Source: an optimization exercise on an open RTL-to-GDS flow (aim: small area, a short achievable clock period and few clock cycles per item). Production flows keep margins and buffers that such runs may drop.
RTL that was checked went through simulation tests only; none was proved equivalent to the original.
The RTL of run 2 was laid out without a check of its function.

==> design/flow/run.sh <==
#!/bin/bash
# synth_recipe.tcl (not shown) runs the flow's synth.tcl, then flattens the netlist and writes it again
# the make line also repeats each setting of config.mk as NAME=value (left out here)
make -C /OpenROAD-flow-scripts/flow DESIGN_CONFIG=/design/flow/config.mk WORK_HOME=/design/flow/orfs CLKGATE_MAP_FILE= SYNTH_SCRIPT=/design/flow/synth_recipe.tcl finish
==> design/flow/config.mk <==
export PLATFORM = sky130hd
export DESIGN_NAME = range_coder_encoder_top
export DESIGN_NICKNAME = range_coder_encoder_top
export VERILOG_FILES = /design/flow/design.v
export SDC_FILE = /design/flow/constraint.sdc
export NUM_CORES = 4
export LEC_CHECK = 0
export CAP_MARGIN = 20
export CORE_MARGIN = 2
export CORE_UTILIZATION = 40
export SLEW_MARGIN = 20
==> design/flow/constraint.sdc <==
create_clock -name core_clock -period 11.0 [get_ports {i_clk}]
set_input_delay 2.2000 -clock core_clock [delete_from_list [all_inputs] [get_ports {i_clk}]]
set_output_delay 2.2000 -clock core_clock [all_outputs]
set_load 0.01 [all_outputs]
==> design/flow/design.v <==
package rce_pkg;
    localparam int BOUND_W   = 32;
    localparam int FREQ_W    = 16;
    localparam int TRY_W     = 19;
    localparam int DIV_K     = 2;
    localparam int DIV_CYC   = BOUND_W / DIV_K;
    localparam int DIV_CNT_W = $clog2(DIV_CYC);
    localparam logic OP_ENCODE = 1'b0;
    localparam logic OP_FLUSH  = 1'b1;
endpackage
module rce_muldiv (
    input  logic [rce_pkg::FREQ_W-1:0]  i_r,
    input  logic [rce_pkg::BOUND_W-1:0] i_sq,
    input  logic [rce_pkg::DIV_K-1:0]   i_l,
    input  logic [rce_pkg::FREQ_W-1:0]  i_k0,
    input  logic [rce_pkg::TRY_W-1:0]   i_k1c,
    input  logic [rce_pkg::TRY_W-1:0]   i_k2c,
    input  logic [rce_pkg::TRY_W-1:0]   i_k1,
    output logic [rce_pkg::FREQ_W-1:0]  o_r,
    output logic [rce_pkg::BOUND_W-1:0] o_sq,
    output logic [rce_pkg::DIV_K-1:0]   o_qb
);
    localparam int TW = rce_pkg::TRY_W;
    localparam int FW = rce_pkg::FREQ_W;
    always_comb begin
        logic [TW-1:0]               a, y0, y1, y2, k2;
        logic [FW-1:0]               r;
        logic [rce_pkg::BOUND_W-1:0] sq;
        logic                        b, l, p1, p2, one;
        r  = i_r;
        sq = i_sq;
        k2 = {i_k1[TW-2:0], 1'b0};
        for (int k = 0; k < rce_pkg::DIV_K; k++) begin
            b   = sq[rce_pkg::BOUND_W-1];
            l   = i_l[rce_pkg::DIV_K-1-k];
            a   = {2'd0, r, 1'b0};
            y0  = a + (b ? {3'd0, i_k0} : '0);
            y1  = a + (b ? i_k1c : i_k1);
            y2  = a + (b ? i_k2c : k2);
            p1  = !y1[TW-1];
            p2  = !y2[TW-1];
            r   = p2 ? y2[FW-1:0] : (p1 ? y1[FW-1:0] : y0[FW-1:0]);
            one = p1 && !p2;
            sq  = {sq[rce_pkg::BOUND_W-2:0], one ^ l};
            o_qb[rce_pkg::DIV_K-1-k] = p2 || (one && l);
        end
        o_r  = r;
        o_sq = sq;
    end
endmodule
module range_coder_encoder_top (
    input  logic        i_clk,
    input  logic        i_rst_n,
    input  logic        i_s_axis_tvalid,
    output logic        o_s_axis_tready,
    input  logic [47:0] i_s_axis_tdata,   
    input  logic        i_s_axis_tuser,   
    output logic        o_m_axis_tvalid,
    input  logic        i_m_axis_tready,
    output logic [7:0]  o_m_axis_tdata,   
    output logic        o_m_axis_tlast
);
    localparam int W  = rce_pkg::BOUND_W;
    localparam int F  = rce_pkg::FREQ_W;
    localparam int TW = rce_pkg::TRY_W;
    localparam int K  = rce_pkg::DIV_K;
    typedef enum logic [1:0] {
        S_IDLE = 2'd0,
        S_DIV  = 2'd1,
        S_FIN  = 2'd2
    } t_state;
    t_state                        r_state;
    logic [rce_pkg::DIV_CNT_W-1:0] r_cnt;
    logic                          r_pend, r_hold, r_inv;
    logic [W-1:0]                  r_low, r_high;
    logic [F-1:0]                  r_k0_lo, r_k0_hi;
    logic [TW-1:0]                 r_k1c_lo, r_k1c_hi, r_k2c_lo, r_k2c_hi, r_k1;
    logic [F-1:0]                  r_r_lo, r_r_hi;
    logic [W-1:0]                  r_sq_lo, r_sq_hi;
    logic [W-1:0]                  r_obuf;
    logic [2:0]                    r_ocnt;
    logic [F-1:0]   in_cum, in_fr, in_tot;
    logic [F:0]     in_sum;
    logic           op_flush, op_valid;
    logic [TW-1:0]  tot_x, cum_x, sum_x;
    logic [2:0]     nb;
    logic [W-1:0]   low_n, high_n;
    logic [W:0]     span;
    logic           full;
    logic           obuf_free, can_go, start, flush_ok;
    logic [F-1:0]   n_r_lo, n_r_hi;
    logic [W-1:0]   n_sq_lo, n_sq_hi;
    logic [K-1:0]   n_qb_lo, n_qb_hi;
    logic [W-1:0]   new_low, new_high;
    assign in_cum   = i_s_axis_tdata[F-1:0];
    assign in_fr    = i_s_axis_tdata[F +: F];
    assign in_tot   = i_s_axis_tdata[2*F +: F];
    assign in_sum   = {1'b0, in_cum} + {1'b0, in_fr};
    assign op_flush = (i_s_axis_tuser == rce_pkg::OP_FLUSH);
    assign op_valid = (in_fr != '0) && (in_tot != '0) && (in_sum <= {1'b0, in_tot});
    assign tot_x = {3'd0, in_tot};
    assign cum_x = {3'd0, in_cum};
    assign sum_x = {2'd0, in_sum};
    always_comb begin
        nb = 3'd0;
        if (r_pend && r_low[31:24] == r_high[31:24]) begin
            nb = 3'd1;
            if (r_low[23:16] == r_high[23:16]) begin
                nb = 3'd2;
                if (r_low[15:8] == r_high[15:8]) begin
                    nb = 3'd3;
                    if (r_low[7:0] == r_high[7:0]) nb = 3'd4;
                end
            end
        end
        case (nb)
            3'd0:    begin low_n = r_low;                  high_n = r_high; end
            3'd1:    begin low_n = {r_low[23:0], 8'h00};   high_n = {r_high[23:0], 8'hFF}; end
            3'd2:    begin low_n = {r_low[15:0], 16'h0};   high_n = {r_high[15:0], 16'hFFFF}; end
            3'd3:    begin low_n = {r_low[7:0], 24'h0};    high_n = {r_high[7:0], 24'hFFFFFF}; end
            default: begin low_n = '0;                     high_n = '1; end
        endcase
    end
    assign span = {1'b0, high_n} - {1'b0, low_n} + 33'd1;
    assign full = span[W];
    assign obuf_free = (r_ocnt == 3'd0) || ((r_ocnt == 3'd1) && i_m_axis_tready);
    assign can_go    = !r_pend || obuf_free;
    assign flush_ok  = obuf_free && (nb == 3'd0);
    assign start     = (r_state == S_IDLE) && can_go && i_s_axis_tvalid && !op_flush && op_valid;
    always_comb begin
        o_s_axis_tready = 1'b0;
        if (r_state == S_IDLE) begin
            o_s_axis_tready = op_flush ? flush_ok : (r_hold && r_inv);
        end else if (r_state == S_FIN) begin
            o_s_axis_tready = 1'b1;
        end
    end
    rce_muldiv u_lo (
        .i_r(r_r_lo), .i_sq(r_sq_lo), .i_l(r_low[W-1 -: K]),
        .i_k0(r_k0_lo), .i_k1c(r_k1c_lo), .i_k2c(r_k2c_lo), .i_k1(r_k1),
        .o_r(n_r_lo), .o_sq(n_sq_lo), .o_qb(n_qb_lo)
    );
    rce_muldiv u_hi (
        .i_r(r_r_hi), .i_sq(r_sq_hi), .i_l(r_low[W-1 -: K]),
        .i_k0(r_k0_hi), .i_k1c(r_k1c_hi), .i_k2c(r_k2c_hi), .i_k1(r_k1),
        .o_r(n_r_hi), .o_sq(n_sq_hi), .o_qb(n_qb_hi)
    );
    assign new_low  = r_sq_lo + {r_low[W-2:0], 1'b0};
    assign new_high = r_sq_hi + {r_high[W-2:0], 1'b0} - 32'd1;
    always_ff @(posedge i_clk) begin
        r_k0_lo  <= in_cum;
        r_k0_hi  <= in_sum[F-1:0];
        r_k1     <= -tot_x;
        r_k1c_lo <= cum_x - tot_x;
        r_k1c_hi <= sum_x - tot_x;
        r_k2c_lo <= cum_x - {tot_x[TW-2:0], 1'b0};
        r_k2c_hi <= sum_x - {tot_x[TW-2:0], 1'b0};
        r_inv    <= !op_valid;
        r_r_lo  <= n_r_lo;
        r_r_hi  <= n_r_hi;
        r_sq_lo <= n_sq_lo;
        r_sq_hi <= n_sq_hi;
        if (start) begin
            r_r_lo  <= full ? in_cum : '0;
            r_r_hi  <= full ? in_sum[F-1:0] : '0;
            r_sq_lo <= span[W-1:0];
            r_sq_hi <= span[W-1:0];
        end
        if (!i_rst_n) begin
            r_state <= S_IDLE;
            r_cnt   <= '0;
            r_pend  <= 1'b0;
            r_hold  <= 1'b0;
            r_low   <= '0;
            r_high  <= '1;
            r_ocnt  <= 3'd0;
        end else begin
            r_hold <= i_s_axis_tvalid && !o_s_axis_tready;
            if (r_ocnt != 3'd0 && i_m_axis_tready) begin
                r_ocnt <= r_ocnt - 3'd1;
                r_obuf <= {r_obuf[W-9:0], 8'h00};
            end
            case (r_state)
                S_IDLE: begin
                    if (r_pend && obuf_free) begin
                        r_low  <= low_n;
                        r_high <= high_n;
                        r_pend <= 1'b0;
                        if (nb != 3'd0) begin
                            r_obuf <= r_high;
                            r_ocnt <= nb;
                        end
                    end
                    if (i_s_axis_tvalid && op_flush && flush_ok) begin
                        r_obuf <= low_n;
                        r_ocnt <= 3'd4;
                        r_low  <= '0;
                    end
                    if (start) begin
                        r_state <= S_DIV;
                        r_cnt   <= '0;
                    end
                end
                S_DIV: begin
                    r_cnt  <= r_cnt + 1'b1;
                    r_low  <= {r_low[W-K-1:0], n_qb_lo};
                    r_high <= {r_high[W-K-1:0], n_qb_hi};
                    if (r_cnt == rce_pkg::DIV_CNT_W'(rce_pkg::DIV_CYC - 1)) begin
                        r_state <= S_FIN;
                    end
                end
                S_FIN: begin
                    r_state <= S_IDLE;
                    r_pend  <= 1'b1;
                    r_low   <= new_low;
                    r_high  <= new_high;
                end
                default: r_state <= S_IDLE;
            endcase
        end
    end
    assign o_m_axis_tvalid = (r_ocnt != 3'd0);
    assign o_m_axis_tdata  = r_obuf[W-1:W-8];
    assign o_m_axis_tlast  = (r_ocnt == 3'd1);
endmodule
==> results.py, run 1 <==
metrics = {
    "timing": {
        "max_freq_mhz": 123,
        "fin_crit_sh_pct": 74.0,
        "tightest_slew_ns": 1.18,
        "tns_ns": 0,
        "drv_slew": 0,
        "hold_viol": 0,
        "clock_skew_ns": 0.0215,
        "rsz0062_at_grt": "false",
        "finalSetupViolCount": 0,
        "slew_headroom_pct": 20.8,
        "fin_crit_ns": 8.14,
    },
    "synth": {
        "synth_adder_area_share_pct": 17.6,
        "ys.flop_type": "dfxtp_1",
        "synth_area_leaders": "dfxtp_1, ha_1, nand2_1",
        "seq_area_frac_synth_pct": 20.7,
        "synth.area.mux_share_pct": 1.74,
        "synth_area_leader_cell": "dfxtp_1",
        "synth.avg_cell_area_um2": 7.56,
        "synth_edf_count": 32,
        "syn-instance-count": 4346,
        "synth-seq-cells": 324,
        "synth_top_area_share_pct": 17.8,
        "synth_xor_area_share_pct": 8.30,
        "synth_fp_nets": 4849,
        "synth-simple-area-share_pct": 19.7,
        "synthesis.area_um2": 32800,
        "synthTopCellsByCount": "nand2_1, ha_1, a21oi_1",
        "yosysWarnings": 2,
        "synth_compound_area_share_pct": 26.7,
        "synth_top_family_by_area": "compound AO/OA/AOI/OAI gates",
        "async_reset_ff_share_pct": 0,
        "yosysUniqueCellTypes": 100,
        "synth_most_common_cell": "nand2_1",
    },
    "layout": {
        "syn_to_final_growth_pct": 9.28,
        "drive_above_1_share_pct": 4.62,
        "nets": 4826,
        "fin_area_um2": 35900,
        "finalNonFillerCells": 5423,
    },
    "floorplanning": {
        "ios": 64,
        "die_w_um": 291,
        "die_area_um2": 84400,
        "start_util_pct": 40.2,
        "die_y_um": 291,
        "floorplan.rows": 105,
        "core_um2": 81700,
    },
    "cts": {
        "cts_resized": 0,
        "cts_hold_buf": 0,
        "clock_latency_ns": 0.58,
        "tritoncts": "done",
        "clockRootBuffer": "clkbuf_16",
        "clkTransAtPathRegs_ns": 0.06,
        "cts_max_level": 2,
        "clockBufferDepth": 3,
        "cts_sinks": 324,
        "cts_made_buffers": 39,
        "postCtsSetupRepairBufs": 0,
    },
    "setup_path": {
        "cp.arrival_ns": 8.59,
        "path_cells": "clkdlybuf4s50_1, ha_1, a21o_1, a21oi_1, nor2b_1, o21a_1, o41a_1, a21oi_1, o21bai_1, xor2_1, ha_1, a21o_1, a21o_1, a21o_1, a31oi_1, o21ai_0, a2111o_1, nor2_4, buf_4, mux2_2",
        "crit_path_start_kind": "input pin",
        "crit_type": "in2reg",
        "cpMostUsedCell": "a21o_1",
        "cp_max_fo": 39,
        "cp_slowest_cell": "nor2_4",
        "slowest_delay_ns": 0.82,
        "end_kind": "flop",
        "worstPathRequired_ns": 11.45,
    },
    "outcome": {
        "outcome": "timing/DRC/antenna clean",
    },
    "routing": {
        "routedWlPerCell_um": 20.6,
        "drt_iter0_markers": 2572,
        "remaining_drc_errors": 0,
        "vias_per_cell": 5.78,
        "dr.pass1.iters": 6,
        "detail-route-antenna-nets": 0,
        "vias": 31341,
        "wirelength_mm": 112,
    },
    "global_route": {
        "overflow": 0,
        "grt_pass1_wl_mm": 172,
        "grt_max_degree": 71,
        "antenna_found_initial": 1,
        "track_usage_pct": 25.8,
        "first_global_vias": 29503,
    },
    "placement": {
        "dp_hpwl_mm": 87.3,
        "dp_cells": 5352,
        "place.gp.congestion": 0.945,
        "placed_cell_area_um2": 34500,
        "port_buffers": 63,
    },
    "hold_path": {
        "hp-class": "reg2reg",
    },
    "flow_run": {
        "drv_cap": 0,
    },
}
==> cells in the final DEF (no fill, tap or decap), types with 52 or more instances in the layout <==
cell type        count
xnor2_1            191
a21o_1             128
ha_1               428
nand3_1             83
o21a_1              63
buf_4               52
dfxtp_1            288
nand2b_1            60
o21ai_0            301
clkdlybuf4s50_1     62
and2_1              78
nor3_1              87
a21oi_1            347
nor2_1             268
inv_1              266
xor2_1             114
nand2_1            665
==> metrics by stage <==
stage	util [%]	hold slack [ns]	setup WS, ns
final	43.9	0.465	2.86
after global routing	43.9	0.489	2.43
after CTS	43.9	0.471	2.59
after detailed placement	42.2	0.459	2.04
after global placement	42.2	0.454	2.16
after floorplan	-	0.420	4.54
==> worst paths after layout <==
| path | startpoint | to | slack [ns] | depth (start not counted) |
|---|---|---|---|---|
| hold reg to reg | r_sq_lo[1] | r_sq_lo[3] | 0.47 | 2 |
| setup reg to reg | r_sq_lo[31] | r_r_lo[0] | 3.17 | 27 |
| setup / recovery | i_s_axis_tdata[1] | r_sq_lo[19] | 2.86 | 20 |
| hold / removal | r_sq_lo[1] | r_sq_lo[3] | 0.47 | 2 |
==> cell type report <==
class	instances	area [um2]
timing repair buffer	114	1010
multi-input combinational	3576	24400
inverter	268	1010
antenna	1	2.50
fill	8432	45800
clock buffer	50	1100
clock inverter	20	274
sequential	324	6810
tap	1070	1340
==> metal layers <==
layer	global-route usage (%)	share of wire, %	vias to the layer above
li1	-	-	15548
met1	33.7	44	14585
met2	42.9	46	948
met3	2.91	5.4	260
met4	11.1	4.8	0
met5	0	0	-
==> state kept, by name, indices dropped and copies added (netlist names), 15 cells and up <==
| signal | cells |
|---|---|
| r_high | 32 |
| r_k0_hi | 15 |
| r_k0_lo | 15 |
| r_k1 | 19 |
| r_k1c_hi | 18 |
| r_k1c_lo | 17 |
| r_k2c_hi | 18 |
| r_k2c_lo | 18 |
| r_low | 32 |
| r_obuf | 32 |
| r_r_hi | 16 |
| r_r_lo | 16 |
| r_sq_hi | 32 |
| r_sq_lo | 32 |
==> logic make-up after synthesis <==
logic type	Yosys count
xor+xnor	308
flops	324
compound gates	1335
mux	54
simple gates	1429
buf+inv	446
fa+ha+maj	450
==> worst max-delay path, delay by kind of cell <==
kind,cells,cell delay [ns]
buffers and inverters,2,1.24
xor gates and xnor gates,1,0.30
adders and majority gates,2,0.68
muxes,1,0.38
AOI/OAI and AO/OA,12,2.85
and+or+nand+nor,2,0.90
Testbench counts, summed over its fixed seeds: cycles 24,437, items 1,392.
==> run 2, diff against run 1 <==
--- a/design/flow/design.v
+++ b/design/flow/design.v
@@ -2,7 +2,7 @@
     localparam int BOUND_W   = 32;
     localparam int FREQ_W    = 16;
     localparam int TRY_W     = 19;
-    localparam int DIV_K     = 2;
+    localparam int DIV_K     = 4;
     localparam int DIV_CYC   = BOUND_W / DIV_K;
     localparam int DIV_CNT_W = $clog2(DIV_CYC);
     localparam logic OP_ENCODE = 1'b0;
==> results.py, run 2 <==
metrics = {
    "outcome": {
        "outcome": "finished with violations",
        "so.violations": "negative setup slack",
    },
    "timing": {
        "finalSetupViolCount": 16,
        "clock_skew_ns": 0.0330,
        "hold_slack_ns": 0.432,
        "fin_crit_sh_pct": 102,
        "hold_viol": 0,
        "max_freq_mhz": 89.4,
        "drv_slew": 0,
        "fin_crit_ns": 11.18,
        "tns_ns": -1.72,
        "tightest_slew_ns": 1.20,
        "rsz0062_at_grt": "true",
        "setup_slack_ns": -0.180,
        "slew_headroom_pct": 19.6,
    },
    "synth": {
        "synth-seq-cells": 323,
        "synth_most_common_cell": "nand2_1",
        "synth_top_area_share_pct": 18.0,
        "synth.avg_cell_area_um2": 7.19,
        "synth_fp_nets": 6696,
        "syn-instance-count": 5992,
        "seq_area_frac_synth_pct": 15.8,
        "yosysWarnings": 2,
        "async_reset_ff_share_pct": 0,
        "synth_edf_count": 32,
        "synth_area_leaders": "ha_1, dfxtp_1, nand2_1",
        "synthTopCellsByCount": "nand2_1, ha_1, a21oi_1",
        "ys.flop_type": "dfxtp_1",
        "synthesis.area_um2": 43100,
        "synth_area_leader_cell": "ha_1",
        "yosysUniqueCellTypes": 94,
    },
    "layout": {
        "layout_commonest_cell": "nand2_1",
        "syn_to_final_growth_pct": 32.1,
        "nets": 7677,
        "drive_above_1_share_pct": 22.6,
        "final_cell_mix": "nand2_1, buf_4, ha_1, nor2_1, a21oi_1",
        "num-fill-cells": 10337,
    },
    "setup_path": {
        "slowest_delay_ns": 0.45,
        "crit_type": "reg2reg",
        "cp.arrival_ns": 11.68,
        "worstPathRequired_ns": 11.50,
        "crit_path_start_kind": "flop",
        "cp_max_fo": 13,
        "rr_worst_depth": 56,
        "end_kind": "flop",
        "cp_slowest_cell": "dfxtp_4",
    },
    "floorplanning": {
        "die_area_um2": 110000,
        "die_y_um": 332,
        "floorplan.rows": 120,
        "start_util_pct": 40.3,
        "ios": 64,
        "die_w_um": 332,
        "core_um2": 107000,
    },
    "cts": {
        "cts_made_buffers": 43,
        "tritoncts": "done",
        "cts_sinks": 323,
        "clockRootBuffer": "clkbuf_16",
        "clock_latency_ns": 0.64,
        "cts_max_level": 2,
        "clkTransAtPathRegs_ns": 0.07,
        "clockBufferDepth": 3,
    },
    "hold_path": {
        "min_delay_path_depth": 2,
        "hp-class": "reg2reg",
    },
    "routing": {
        "wirelength_mm": 192,
        "vias_per_cell": 5.82,
        "drt_iter0_markers": 4929,
        "remaining_drc_errors": 0,
        "vias": 48969,
        "dr.pass1.iters": 6,
        "routedWlPerCell_um": 22.8,
        "detail-route-antenna-nets": 0,
    },
    "global_route": {
        "grt_max_degree": 81,
        "first_global_vias": 45780,
        "antenna_found_initial": 6,
        "track_usage_pct": 32.9,
        "grt_pass1_wl_mm": 280,
        "overflow": 0,
    },
    "placement": {
        "port_buffers": 63,
        "dp_hpwl_mm": 151,
        "place.gp.congestion": 1.02,
    },
    "flow_run": {
        "drv_cap": 0,
    },
}
[run 2: changes by cell type in the layout (fill, tap and decap cells not counted), moves of 42 or more]
cell | previous run | this run
nand2_1 | 665 | 1084
inv_1 | 266 | 355
and2_1 | 78 | 140
buf_6 | 0 | 42
ha_1 | 428 | 575
a21oi_2 | 1 | 73
buf_4 | 52 | 1059
xnor2_1 | 191 | 286
nor2_1 | 268 | 374
[run 2: final cells by class]
| class | instances | area, um2 | share of cell area [%] |
|---|---|---|---|
| antenna | 4 | 10.0 | 0.0176 |
| sequential | 323 | 6800 | 12.0 |
| tap | 1403 | 1760 | 3.08 |
| multi-input combinational | 5048 | 36000 | 63.2 |
| clock buffer | 61 | 1200 | 2.12 |
| timing repair buffer | 1192 | 9600 | 16.9 |
| clock inverter | 16 | 174 | 0.306 |
| inverter | 365 | 1370 | 2.41 |
[run 2: cell families after synthesis]
group                      count (synthesis)  synth area share (%)
AOI/OAI and AO/OA                       1704                  25.8
xor gates and xnor gates                 425                  8.64
adders and majority gates                651                  19.5
buffers and inverters                    621                  5.59
DFF                                      323                  15.8
muxes                                     79                  1.90
and+or+nand+nor                         2189                  22.8
[run 2: critical path: cells and delay by family (launching register included)]
kind | cells | cell delay, ns
adders and majority gates | 5 | 1.47
and+or+nand+nor | 9 | 1.43
DFF | 1 | 0.45
buffers and inverters | 11 | 1.86
AOI/OAI and AO/OA | 27 | 5.03
muxes | 4 | 0.72
[run 2: repair_timing]
item,in CTS,in global routing
endpoints found under the setup margin,36,36
gates cloned,3,3
setup buffers,68,54
hold buffers,0,0
gates resized for setup,220,309
pin swaps,103,166
[run 2: path summary, 6_finish.rpt]
kind | startpoint | to | slack [ns]
worst min register to register | r_sq_lo[12] | r_sq_lo[16] | 0.43
worst max register to register | r_sq_lo[31] | r_r_lo[15] | -0.18
worst min-delay path | r_sq_lo[12] | r_sq_lo[16] | 0.43
worst max-delay path | r_sq_lo[31] | r_r_lo[15] | -0.18
[run 2: per-layer routing]
| metal | track usage [%] | routed length, um |
|---|---|---|
| met1 | 43.9 | 81100 |
| met2 | 50.6 | 81800 |
| met3 | 6.08 | 17600 |
| met4 | 16.9 | 11500 |
| met5 | 0 | 7 |
[run 2: metrics by stage]
step | worst slack [ns] | utilization [%] | area, um2 | cells
final | -0.180 | 53.2 | 56900 | 8412
after global routing | -0.497 | 53.2 | 56900 | 8408
after CTS | -0.00635 | 51.6 | 55100 | 8357
after detailed placement | -2.21 | 48.8 | 52200 | 8210
after global placement | -2.18 | 48.8 | 52200 | 8210
after floorplan | 0.00245 | - | 43200 | 5992

-- separate check: timing with driven ports --
The results above use ideal ports. As a check the final layouts listed here were re-extracted and re-timed, cells and wires unchanged.
Step 1: set_driving_cell puts a clkbuf_16 on i_clk and a buf_2 on each other input, an assumption about the parent block.
Step 2, shift: input delay + t, output delay - t, t = (earliest + latest rising clock arrival at the registers) / 2. This alone moves slack from input paths to output paths.
Slacks: no drivers / after step 1 / after step 2; pairs: no drivers / after step 1.
run | shift t [ns] | setup slack, ns | worst setup path after step 2 | clock arrival spread, ns
run 1 | 0.631 | 2.861 / 2.900 / 2.269 | input to register | 0.023 / 0.023
run 2 | 0.697 | -0.180 / -0.180 / -0.180 | register to register | 0.033 / 0.033
The setup slack of run 1, which loses most, moves by +0.039 ns with the drivers and by -0.592 ns with both steps.
